Source: an optimization exercise on an open RTL-to-GDS flow (aim: small area, a short achievable clock period and few clock cycles per item). Production flows keep margins and buffers that such runs may drop. Power is estimated from default activity; no workload was simulated.

==> juniper: inputs <==
## meter_telegram_line_parser_top
module meter_telegram_line_parser_top #(
   parameter int VALUE_CHARS = 15
) (
   input  logic        clock,
   input  logic        reset,
   input  logic        req_tvalid,
   output logic        req_tready,
   input  logic [7:0]  req_tdata,    
   output logic        rsp_tvalid,
   input  logic        rsp_tready,
   output logic [55:0] rsp_tdata,    
   output logic        rsp_tuser     
);
==> flow/config.mk <==
export PLATFORM = sky130hd
export DESIGN_NAME = meter_telegram_line_parser_top
export DESIGN_NICKNAME = meter_telegram_line_parser_top
export VERILOG_FILES = /design/flow/design.v
export SDC_FILE = /design/flow/constraint.sdc
export NUM_CORES = 4
export LEC_CHECK = 0
export CAP_MARGIN = 20
export CORE_MARGIN = 2
export CORE_UTILIZATION = 40
export SETUP_SLACK_MARGIN = 5
export SLEW_MARGIN = 20
==> flow/constraint.sdc <==
create_clock -name core_clock -period 8.0 [get_ports {clock}]
set_input_delay 1.6000 -clock core_clock [delete_from_list [all_inputs] [get_ports {clock}]]
set_output_delay 1.6000 -clock core_clock [all_outputs]
set_load 0.01 [all_outputs]
run.sh (not shown) runs the stock make flow with config.mk's settings and CLKGATE_MAP_FILE= SYNTH_SCRIPT=/design/flow/synth_recipe.tcl, a recipe that flattens the netlist after the stock synthesis.
==> inputs of delta, as changes to juniper <==
--- a/flow/design.v
+++ b/flow/design.v
@@ -119,17 +119,18 @@
 endmodule
 module mtlp_line (
    input  logic        clock,
    input  logic        reset,
    input  logic        in_fire,
    input  logic [7:0]  in_byte,
    input  logic        crc_frozen,
    input  logic        crc_match,
-   output logic        busy,
+   input  logic        sync_next,
+   output logic        hold_next,
    output logic        out_valid,
    input  logic        out_ready,
    output logic        out_kind,
    output logic [4:0]  out_field_id,
    output logic [47:0] out_value,
    output logic        out_checksum_ok
 );
    localparam int VALUE_BITS = 48;
@@ -153,42 +154,53 @@
       end
       crc_byte = r;
    endfunction
    function automatic logic [3:0] code_len(input logic [4:0] r);
       if (r >= 5'd1 && r <= 5'd12) code_len = 4'd9;
       else if ((r >= 5'd13 && r <= 5'd18) || r == 5'd20) code_len = 4'd10;
       else code_len = 4'd11;
    endfunction
+   logic [4:0]  cnt_ff;
    logic [3:0]  pos_ff;
    logic [4:0]  r_ff;
    logic        alive_ff;      
    logic        hit_ff;        
    logic        open_ff, closed_ff, bad_ff, point_ff, stopped_ff;
    logic [1:0]  frac_ff;
    logic [4:0]  tlen_ff;
+   assign pos_ff  = cnt_ff[3:0];
+   assign tlen_ff = cnt_ff;
    logic [47:0] acc_ff;
    logic        valid_ff, scaling_ff, kind_ff, ok_ff;
-   logic [4:0]  id_ff;
+   logic        fam_ff;        
    logic        hit, unit, good, star;
+   logic        emit_verdict, emit_field;
    logic [4:0]  hit_id;
    logic        is_digit, is_end, is_newline, is_open;
    logic        step;
    logic [3:0]  step_digit;
    logic [47:0] acc_step;
    assign hit    = hit_ff;
    assign hit_id = r_ff;
    assign unit   = hit && (hit_id >= 5'd1) && (hit_id <= 5'd18);
    assign star   = unit;
    assign good   = open_ff && closed_ff && !bad_ff && !tlen_ff[4];
    assign is_newline = (in_byte == CHAR_NEWLINE);
    assign is_open    = (in_byte == CHAR_OPEN);
    assign is_digit   = (in_byte >= 8'h30) && (in_byte <= 8'h39);
    assign is_end     = (in_byte == (star ? CHAR_STAR : CHAR_CLOSE));
-   assign busy = valid_ff || scaling_ff;
+   assign emit_verdict = in_fire && is_newline && crc_frozen;
+   assign emit_field   = in_fire && is_newline && !crc_frozen && hit;
+   logic busy_next, pos4_next;
+   assign busy_next = !reset && ((valid_ff && !out_ready) || scaling_ff || emit_verdict ||
+                                 emit_field);
+   assign pos4_next = in_fire ? (!is_newline && !is_open && !open_ff && cnt_ff == 5'd3)
+                              : (cnt_ff == 5'd4 && !open_ff);
+   assign hold_next = busy_next && (sync_next || pos4_next);
    assign step_digit = scaling_ff ? 4'd0 : in_byte[3:0];
    mtlp_scale u_mul (
       .in_value  (acc_step_src),
       .in_digit  (step_digit),
       .out_value (acc_step)
    );
    logic [47:0] acc_step_src;
    assign acc_step_src = acc_ff;
@@ -196,27 +208,34 @@
    assign take_digit = in_fire && !is_newline && !is_open && open_ff && !closed_ff && !is_end &&
                        is_digit && (!point_ff || (star && frac_ff != 2'd3 && !stopped_ff));
    logic       dig, dot, m;
    logic [3:0] dv;
    logic [4:0] r_next;
    assign dig = (in_byte[7:4] == 4'h3) && (in_byte[3:0] <= 4'd9);
    assign dv  = in_byte[3:0];
    assign dot = (in_byte == CHAR_POINT);
+   logic done_next;
+   assign done_next = (pos_ff == 4'd8 && r_ff != 5'd0 && r_ff <= 5'd12) ||
+                      (pos_ff == 4'd9 && ((r_ff >= 5'd13 && r_ff <= 5'd18) ||
+                                          (r_ff == 5'd19 && dv == 4'd9))) ||
+                      (pos_ff == 4'd10);
    always_comb begin
       m      = 1'b0;
       r_next = r_ff;
       case (pos_ff)
-         4'd0: begin m = dig && dv <= 4'd1; r_next = {4'd0, dv[0]}; end
+         4'd0: m = dig && dv <= 4'd1;
          4'd1: m = (in_byte == 8'h2D);
          4'd2: m = dig && dv == 4'd0;
          4'd3: m = (in_byte == 8'h3A);
          4'd4: begin
-            if (r_ff == 5'd0) m = dig && dv == 4'd9;
-            else begin
+            if (!fam_ff) begin
+               m      = dig && dv == 4'd9;
+               r_next = 5'd0;
+            end else begin
                m = dig && (dv == 4'd1 || dv == 4'd2 || dv == 4'd3 || dv == 4'd5 || dv == 4'd7);
                case (dv)
                   4'd2:    r_next = 5'd6;
                   4'd3:    r_next = 5'd13;
                   4'd5:    r_next = 5'd14;
                   4'd7:    r_next = 5'd15;
                   default: r_next = 5'd1;
                endcase
@@ -267,67 +286,67 @@
             end else if (r_ff >= 5'd13 && r_ff <= 5'd18) m = dig && dv == 4'd0;
             else m = dot;
          end
          default: m = dig && (dv == ((r_ff == 5'd19) ? 4'd1 : 4'd0));
       endcase
    end
    always_ff @(posedge clock) begin
       if (reset) begin
-         pos_ff   <= 4'd0;
+         cnt_ff   <= 5'd0;
          r_ff     <= 5'd0;
+         fam_ff   <= 1'b0;
          alive_ff <= 1'b1;
          hit_ff   <= 1'b0;
          open_ff  <= 1'b0;
       end else if (in_fire) begin
          if (is_newline) begin
-            pos_ff   <= 4'd0;
-            r_ff     <= 5'd0;
+            cnt_ff   <= 5'd0;
+            if (crc_frozen) r_ff <= 5'd0;    
             alive_ff <= 1'b1;
             hit_ff   <= 1'b0;
             open_ff  <= 1'b0;
          end else begin
-            if (pos_ff != 4'd15) pos_ff <= pos_ff + 4'd1;
+            if (is_open) cnt_ff <= 5'd0;
+            else if (!open_ff) begin
+               if (pos_ff != 4'd15) cnt_ff <= cnt_ff + 5'd1;
+            end else if (!closed_ff && !is_end && !cnt_ff[4]) cnt_ff <= cnt_ff + 5'd1;
             if (alive_ff && !hit) begin
                alive_ff <= m;
-               hit_ff   <= m && (pos_ff + 4'd1 == code_len(r_next));
+               hit_ff   <= m && done_next;
                r_ff     <= r_next;
+               if (pos_ff == 4'd0) fam_ff <= dv[0];
             end
             if (is_open) open_ff <= 1'b1;
          end
       end
    end
    always_ff @(posedge clock) begin
       if (in_fire && !is_newline) begin
          if (is_open) begin
-            tlen_ff    <= 5'd0;
             stopped_ff <= 1'b0;
             point_ff   <= 1'b0;
             bad_ff     <= 1'b0;
             closed_ff  <= 1'b0;
          end else if (!open_ff) begin
          end else if (closed_ff) begin
             if (is_end) bad_ff <= 1'b1;
          end else if (is_end) begin
             closed_ff <= 1'b1;
          end else begin
-            if (!tlen_ff[4]) tlen_ff <= tlen_ff + 5'd1;
             if (is_digit) begin
             end else if (in_byte == CHAR_POINT || in_byte == CHAR_NUL) begin
                if (point_ff || in_byte == CHAR_NUL) stopped_ff <= stopped_ff || star;
                point_ff <= 1'b1;
             end else begin
                bad_ff <= 1'b1;
             end
          end
       end
    end
-   logic emit, emit_verdict, emit_field;
-   assign emit_verdict = in_fire && is_newline && crc_frozen;
-   assign emit_field   = in_fire && is_newline && !crc_frozen && hit;
    always_ff @(posedge clock) begin
       if ((in_fire && is_open) || emit_verdict || (emit_field && !good)) begin
          acc_ff  <= 48'd0;
       end else if (take_digit || scaling_ff) begin
          acc_ff  <= acc_step;
       end
       if (in_fire && is_open && !is_newline) begin
          frac_ff <= 2'd0;
@@ -349,23 +368,22 @@
             if (emit_field && good && unit && frac_ff != 2'd3) scaling_ff <= 1'b1;
             else valid_ff <= 1'b1;
          end
       end
    end
    always_ff @(posedge clock) begin
       if (emit_verdict || emit_field) begin
          kind_ff <= emit_verdict;
-         id_ff   <= emit_verdict ? 5'd0 : hit_id;
          ok_ff   <= emit_verdict && crc_match;
       end
    end
    assign out_valid       = valid_ff;
    assign out_kind        = kind_ff;
-   assign out_field_id    = id_ff;
+   assign out_field_id    = r_ff;
    assign out_value       = acc_ff;
    assign out_checksum_ok = ok_ff;
 endmodule
 module mtlp_scale (
    input  logic [47:0] in_value,
    input  logic [3:0]  in_digit,
    output logic [47:0] out_value
 );
@@ -468,39 +486,40 @@
    function automatic logic [3:0] code_len(input logic [4:0] r);
       if (r >= 5'd1 && r <= 5'd12) code_len = 4'd9;
       else if ((r >= 5'd13 && r <= 5'd18) || r == 5'd20) code_len = 4'd10;
       else code_len = 4'd11;
    endfunction
    logic       in_valid_ff;
    logic [7:0] in_byte_ff;
    logic       in_sync_ff;     
-   logic       hold_off;
+   logic       ready_ff;       
+   logic       in_valid_next;
+   logic       sync_next;
+   logic       hold_next;
    logic       fire;
-   logic       busy;
    logic       crc_frozen;
    logic       crc_match;
    logic        out_kind;
    logic [4:0]  out_field_id;
    logic [47:0] out_value;
    logic        out_checksum_ok;
-   assign hold_off   = busy && in_sync_ff;
-   assign fire       = in_valid_ff && !hold_off;
-   assign req_tready = !in_valid_ff || !hold_off;
+   assign fire       = in_valid_ff && ready_ff;
+   assign req_tready = ready_ff;
+   assign in_valid_next = !reset && (req_tready ? req_tvalid : in_valid_ff);
+   assign sync_next     = req_tready ? (req_tdata == CHAR_NEWLINE || req_tdata == CHAR_OPEN)
+                                     : in_sync_ff;
    always_ff @(posedge clock) begin
-      if (reset) begin
-         in_valid_ff <= 1'b0;
-      end else if (req_tready) begin
-         in_valid_ff <= req_tvalid;
-      end
+      in_valid_ff <= in_valid_next;
+      in_sync_ff  <= sync_next;
+      ready_ff    <= reset || !in_valid_next || !hold_next;
    end
    always_ff @(posedge clock) begin
       if (req_tready) begin
          in_byte_ff <= req_tdata;
-         in_sync_ff <= (req_tdata == CHAR_NEWLINE) || (req_tdata == CHAR_OPEN);
       end
    end
    mtlp_crc u_crc (
       .clock            (clock),
       .reset            (reset),
       .in_fire          (fire),
       .in_byte          (in_byte_ff),
       .status_frozen    (crc_frozen),
@@ -508,17 +527,18 @@
    );
    mtlp_line u_line (
       .clock           (clock),
       .reset           (reset),
       .in_fire         (fire),
       .in_byte         (in_byte_ff),
       .crc_frozen      (crc_frozen),
       .crc_match       (crc_match),
-      .busy            (busy),
+      .sync_next       (sync_next),
+      .hold_next       (hold_next),
       .out_valid       (rsp_tvalid),
       .out_ready       (rsp_tready),
       .out_kind        (out_kind),
       .out_field_id    (out_field_id),
       .out_value       (out_value),
       .out_checksum_ok (out_checksum_ok)
    );
    assign rsp_tdata = {2'b00, out_checksum_ok, out_value, out_field_id};
==> flow/flow/run.sh (new file) <==
#!/bin/bash
set -euo pipefail
bash standard.sh synth > synth.log 2>&1
bash standard.sh BUFFER_PORTS_ARGS="-buffer_cell sky130_fd_sc_hd__buf_1" SETUP_SLACK_MARGIN=5.3 finish > layout.log 2>&1
==> flow/standard.sh (new file) <==
#!/bin/bash
# synth_recipe.tcl (not shown) runs the flow's synth.tcl, then flattens the netlist and writes it again
# the make line also repeats each setting of config.mk as NAME=value (left out here)
make -C /OpenROAD-flow-scripts/flow DESIGN_CONFIG=/design/flow/config.mk WORK_HOME=/design/flow/orfs CLKGATE_MAP_FILE= SYNTH_SCRIPT=/design/flow/synth_recipe.tcl "${@:-finish}"
==> flow/config.mk (replaced) <==
export PLATFORM = sky130hd
export DESIGN_NAME = meter_telegram_line_parser_top
export DESIGN_NICKNAME = meter_telegram_line_parser_top
export VERILOG_FILES = /design/flow/design.v
export SDC_FILE = /design/flow/constraint.sdc
export NUM_CORES = 4
export LEC_CHECK = 0
export CAP_MARGIN = 20
export CORE_MARGIN = 2
export CORE_UTILIZATION = 60
export CTS_BUF_LIST = sky130_fd_sc_hd__clkbuf_8
export PLACE_DENSITY = 0.75
export SETUP_SLACK_MARGIN = 5
export SLEW_MARGIN = 20
removed: flow/run.sh
==> inputs of yarrow, as changes to juniper <==
--- a/flow/design.v
+++ b/flow/design.v
@@ -86,41 +86,41 @@
             crc_ff    <= CRC_INIT;
             frozen_ff <= 1'b0;
          end else if (in_byte == CHAR_SLASH || !frozen_ff) begin
             crc_ff    <= crc_next;
             frozen_ff <= (in_byte == CHAR_BANG);
          end
       end
    end
-   logic [4:0] eq_cur;
-   assign eq_cur = (cnt_ff == 3'd0) ? {1'b1, crc_ff[15:12] == 4'h0, crc_ff[15:8] == 8'h00,
-                                       crc_ff[15:4] == 12'h000, crc_ff == 16'h0000}
-                                    : eq_ff;
    always_ff @(posedge clock) begin
       if (in_fire) begin
          if (!frozen_ff) begin
-            cnt_ff <= 3'd0;
+            cnt_ff   <= 3'd0;
+            eq_ff[0] <= (crc_next == 16'h0000);
+            eq_ff[1] <= (crc_next[15:4] == 12'h000);
+            eq_ff[2] <= (crc_next[15:8] == 8'h00);
+            eq_ff[3] <= (crc_next[15:12] == 4'h0);
+            eq_ff[4] <= 1'b1;
          end else if (!cnt_ff[2]) begin
-            eq_ff <= eq_cur;
             if (hex_valid) begin
                cnt_ff   <= cnt_ff + 3'd1;
-               eq_ff[0] <= eq_cur[1] && (crc_ff[3:0] == hex_val);
-               eq_ff[1] <= eq_cur[2] && (crc_ff[7:4] == hex_val);
-               eq_ff[2] <= eq_cur[3] && (crc_ff[11:8] == hex_val);
-               eq_ff[3] <= eq_cur[4] && (crc_ff[15:12] == hex_val);
-               eq_ff[4] <= eq_cur[4] && (hex_val == 4'h0);
+               eq_ff[0] <= eq_ff[1] && (crc_ff[3:0] == hex_val);
+               eq_ff[1] <= eq_ff[2] && (crc_ff[7:4] == hex_val);
+               eq_ff[2] <= eq_ff[3] && (crc_ff[11:8] == hex_val);
+               eq_ff[3] <= eq_ff[4] && (crc_ff[15:12] == hex_val);
+               eq_ff[4] <= eq_ff[4] && (hex_val == 4'h0);
             end else begin
                cnt_ff <= 3'd4;
             end
          end
       end
    end
    assign status_frozen    = frozen_ff;
-   assign status_crc_match = eq_cur[0];
+   assign status_crc_match = eq_ff[0];
 endmodule
 module mtlp_line (
    input  logic        clock,
    input  logic        reset,
    input  logic        in_fire,
    input  logic [7:0]  in_byte,
    input  logic        crc_frozen,
    input  logic        crc_match,
@@ -155,31 +155,30 @@
    endfunction
    function automatic logic [3:0] code_len(input logic [4:0] r);
       if (r >= 5'd1 && r <= 5'd12) code_len = 4'd9;
       else if ((r >= 5'd13 && r <= 5'd18) || r == 5'd20) code_len = 4'd10;
       else code_len = 4'd11;
    endfunction
    logic [3:0]  pos_ff;
    logic [4:0]  r_ff;
-   logic        alive_ff;      
-   logic        hit_ff;        
+   logic        alive_ff;
    logic        open_ff, closed_ff, bad_ff, point_ff, stopped_ff;
    logic [1:0]  frac_ff;
    logic [4:0]  tlen_ff;
    logic [47:0] acc_ff;
    logic        valid_ff, scaling_ff, kind_ff, ok_ff;
    logic [4:0]  id_ff;
    logic        hit, unit, good, star;
    logic [4:0]  hit_id;
    logic        is_digit, is_end, is_newline, is_open;
    logic        step;
    logic [3:0]  step_digit;
    logic [47:0] acc_step;
-   assign hit    = hit_ff;
+   assign hit    = alive_ff && (pos_ff >= code_len(r_ff));
    assign hit_id = r_ff;
    assign unit   = hit && (hit_id >= 5'd1) && (hit_id <= 5'd18);
    assign star   = unit;
    assign good   = open_ff && closed_ff && !bad_ff && !tlen_ff[4];
    assign is_newline = (in_byte == CHAR_NEWLINE);
    assign is_open    = (in_byte == CHAR_OPEN);
    assign is_digit   = (in_byte >= 8'h30) && (in_byte <= 8'h39);
    assign is_end     = (in_byte == (star ? CHAR_STAR : CHAR_CLOSE));
@@ -270,30 +269,27 @@
          default: m = dig && (dv == ((r_ff == 5'd19) ? 4'd1 : 4'd0));
       endcase
    end
    always_ff @(posedge clock) begin
       if (reset) begin
          pos_ff   <= 4'd0;
          r_ff     <= 5'd0;
          alive_ff <= 1'b1;
-         hit_ff   <= 1'b0;
          open_ff  <= 1'b0;
       end else if (in_fire) begin
          if (is_newline) begin
             pos_ff   <= 4'd0;
             r_ff     <= 5'd0;
             alive_ff <= 1'b1;
-            hit_ff   <= 1'b0;
             open_ff  <= 1'b0;
          end else begin
             if (pos_ff != 4'd15) pos_ff <= pos_ff + 4'd1;
             if (alive_ff && !hit) begin
                alive_ff <= m;
-               hit_ff   <= m && (pos_ff + 4'd1 == code_len(r_next));
                r_ff     <= r_next;
             end
             if (is_open) open_ff <= 1'b1;
          end
       end
    end
    always_ff @(posedge clock) begin
       if (in_fire && !is_newline) begin
@@ -409,29 +405,30 @@
    assign c3    = (in_digit[2] & in_value[1]) | (c1 & (in_digit[2] ^ in_value[1]));
    assign cin   = c3 | in_digit[3];
    assign a = in_value[44:0];
    assign b = in_value[46:2];
    always_comb begin
       p0 = a ^ b;
       g  = a & b;
       p  = p0;
+      g[0] = g[0] | (p0[0] & cin);
       for (int i = 1; (1 << i) <= W; i++) begin
          for (int j = (1 << i) - 1; j < W; j += (1 << i)) begin
             g[j] = g[j] | (p[j] & g[j - (1 << (i - 1))]);
             p[j] = p[j] & p[j - (1 << (i - 1))];
          end
       end
       for (int i = $clog2(W); i > 0; i--) begin
          for (int j = (1 << i) + (1 << (i - 1)) - 1; j < W; j += (1 << i)) begin
             g[j] = g[j] | (p[j] & g[j - (1 << (i - 1))]);
             p[j] = p[j] & p[j - (1 << (i - 1))];
          end
       end
-      s = p0 ^ {g[W-2:0] | (p[W-2:0] & {(W-1){cin}}), cin};
+      s = p0 ^ {g[W-2:0], cin};
    end
    assign ovf = (in_value > TENTH) || (in_value == TENTH && in_digit >= 4'd6);
    assign out_value = ovf ? VALUE_MAX : {s, lo};
 endmodule
 module meter_telegram_line_parser_top #(
    parameter int VALUE_CHARS = 15
 ) (
    input  logic        clock,
@@ -467,40 +464,38 @@
    endfunction
    function automatic logic [3:0] code_len(input logic [4:0] r);
       if (r >= 5'd1 && r <= 5'd12) code_len = 4'd9;
       else if ((r >= 5'd13 && r <= 5'd18) || r == 5'd20) code_len = 4'd10;
       else code_len = 4'd11;
    endfunction
    logic       in_valid_ff;
    logic [7:0] in_byte_ff;
-   logic       in_sync_ff;     
    logic       hold_off;
    logic       fire;
    logic       busy;
    logic       crc_frozen;
    logic       crc_match;
    logic        out_kind;
    logic [4:0]  out_field_id;
    logic [47:0] out_value;
    logic        out_checksum_ok;
-   assign hold_off   = busy && in_sync_ff;
+   assign hold_off   = busy && (in_byte_ff == CHAR_NEWLINE || in_byte_ff == CHAR_OPEN);
    assign fire       = in_valid_ff && !hold_off;
    assign req_tready = !in_valid_ff || !hold_off;
    always_ff @(posedge clock) begin
       if (reset) begin
          in_valid_ff <= 1'b0;
       end else if (req_tready) begin
          in_valid_ff <= req_tvalid;
       end
    end
    always_ff @(posedge clock) begin
       if (req_tready) begin
          in_byte_ff <= req_tdata;
-         in_sync_ff <= (req_tdata == CHAR_NEWLINE) || (req_tdata == CHAR_OPEN);
       end
    end
    mtlp_crc u_crc (
       .clock            (clock),
       .reset            (reset),
       .in_fire          (fire),
       .in_byte          (in_byte_ff),
       .status_frozen    (crc_frozen),
==> flow/config.mk (replaced) <==
export PLATFORM = sky130hd
export DESIGN_NAME = meter_telegram_line_parser_top
export DESIGN_NICKNAME = meter_telegram_line_parser_top
export VERILOG_FILES = /design/flow/design.v
export SDC_FILE = /design/flow/constraint.sdc
export NUM_CORES = 4
export LEC_CHECK = 0
export CAP_MARGIN = 20
export CORE_MARGIN = 2
export CORE_UTILIZATION = 40
export SETUP_SLACK_MARGIN = 4.5
export SLEW_MARGIN = 20
==> impl_results.md <==
- Outcome: no timing/DRC/antenna violations
- Sequence of cells on the critical path: buf_6 -> buf_4 -> ha_4 -> nand3b_1 -> buf_4 -> nor3_4 -> and4_1 -> o21ai_2 -> a2111oi_4 -> a211oi_4 -> maj3_2 -> o31ai_4 -> xnor2_1 -> a32o_1
- Reg2reg path depth: 14
- Synth Instances: 1129
- Hold Worst Slack: 0.491 ns
- Final wirelength: 30700 µm
- Total Power: 2050 µW
- # fillers: 2133
- R2R Setup Slk: 4.82 ns
- Setup Skew: 0.0145 ns
- Clock network contribution to total cell area: 4.62%
- Largest net degree at the start of global routing: 43
- Setup crit end: u_line.hit_ff$_SDFFE_PP0P_
- Period utilisation layout: 39.7%
- Pwr top: the clock network
- Sum of buffers and inverters on the critical path: 3
- Global Route Usage Sum: 25.2%
- Synth top area share: 17.9%
Source of the figures above: juniper

==> impl_results.md <==
- Outcome: no timing/DRC/antenna violations
- Synth Instances: 1040
- DR pass1 iterations: 6
- Synth top area share: 18.2%
- Reg2reg path depth: 19
- Clock network contribution to total cell area: 4.83%
- Vias in the first global route: 8334
- R2R Setup Slk: 3.70 ns
- Pwr top: the clock network
- Total Power: 2140 µW
- Setup crit end: u_line.acc_ff[45]$_SDFFE_PP0P_
- Largest net degree at the start of global routing: 37
- Register area: 0.00261 mm²
- Sum of buffers and inverters on the critical path: 2
- # fillers: 1955
- Final wirelength: 30200 µm
- Post-synthesis mux area share: 1.15%
- Hold Worst Slack: 0.524 ns
- Sequence of cells on the critical path: inv_4 -> nor2_2 -> ha_2 -> inv_2 -> fa_2 -> o21ai_2 -> fa_2 -> fa_2 -> a211oi_2 -> o311a_1 -> or4_4 -> a211oi_4 -> a31oi_4 -> a21oi_2 -> nor2_2 -> o21ai_2 -> fa_2 -> nor2_1 -> a211oi_2
- Grt met1 use: 31.1%
Source of the figures above: yarrow

==> impl_results.md <==
- R2R Setup Slk: 5.00 ns
- Outcome: no timing/DRC/antenna violations
- Hold Worst Slack: 0.484 ns
- Total Power: 1620 µW
- Sum of buffers and inverters on the critical path: 1
- Global Route Usage Sum: 31.1%
- # fillers: 1025
- Largest net degree at the start of global routing: 43
- Final wirelength: 24400 µm
- Setup Skew: 0.0164 ns
- Synth Instances: 1045
- Sequence of cells on the critical path: inv_2 -> nor2_4 -> ha_4 -> fa_2 -> nor2_2 -> a21oi_2 -> a41o_1 -> a41o_4 -> a211oi_4 -> nor2_4 -> a221oi_4 -> o21bai_1 -> xnor2_1 -> a21oi_1
Source of the figures above: delta

No functional check of the RTL was part of any run of this note.

## what the ideal ports hide
How much do the figures lean on ideal ports? The routed layouts below were timed once more, with nothing changed but the port constraints.
Step 1 assumes that a clkbuf_16 drives the clock port and a buf_2 every other input.
Step 2 adds t to the input delays and takes it off the output delays; t is the mean of the earliest and latest rising clock arrival at the registers after step 1. Input paths then give back, and output paths get back, about the clock's delay inside the block.
a / b / c = ideal ports / drivers / drivers and shift; a / b = the first two.
run | shift t [ns] | slack for setup (ns) | slew at the worst register clock pin (ns)
juniper | 0.477 | 4.825 / 4.825 / 4.825 | 0.07 / 0.07
delta | 0.433 | 4.996 / 4.996 / 4.996 | 0.11 / 0.11
yarrow | 0.475 | 3.695 / 3.695 / 3.695 | 0.07 / 0.07
After both steps setup and hold are still met in every run listed.
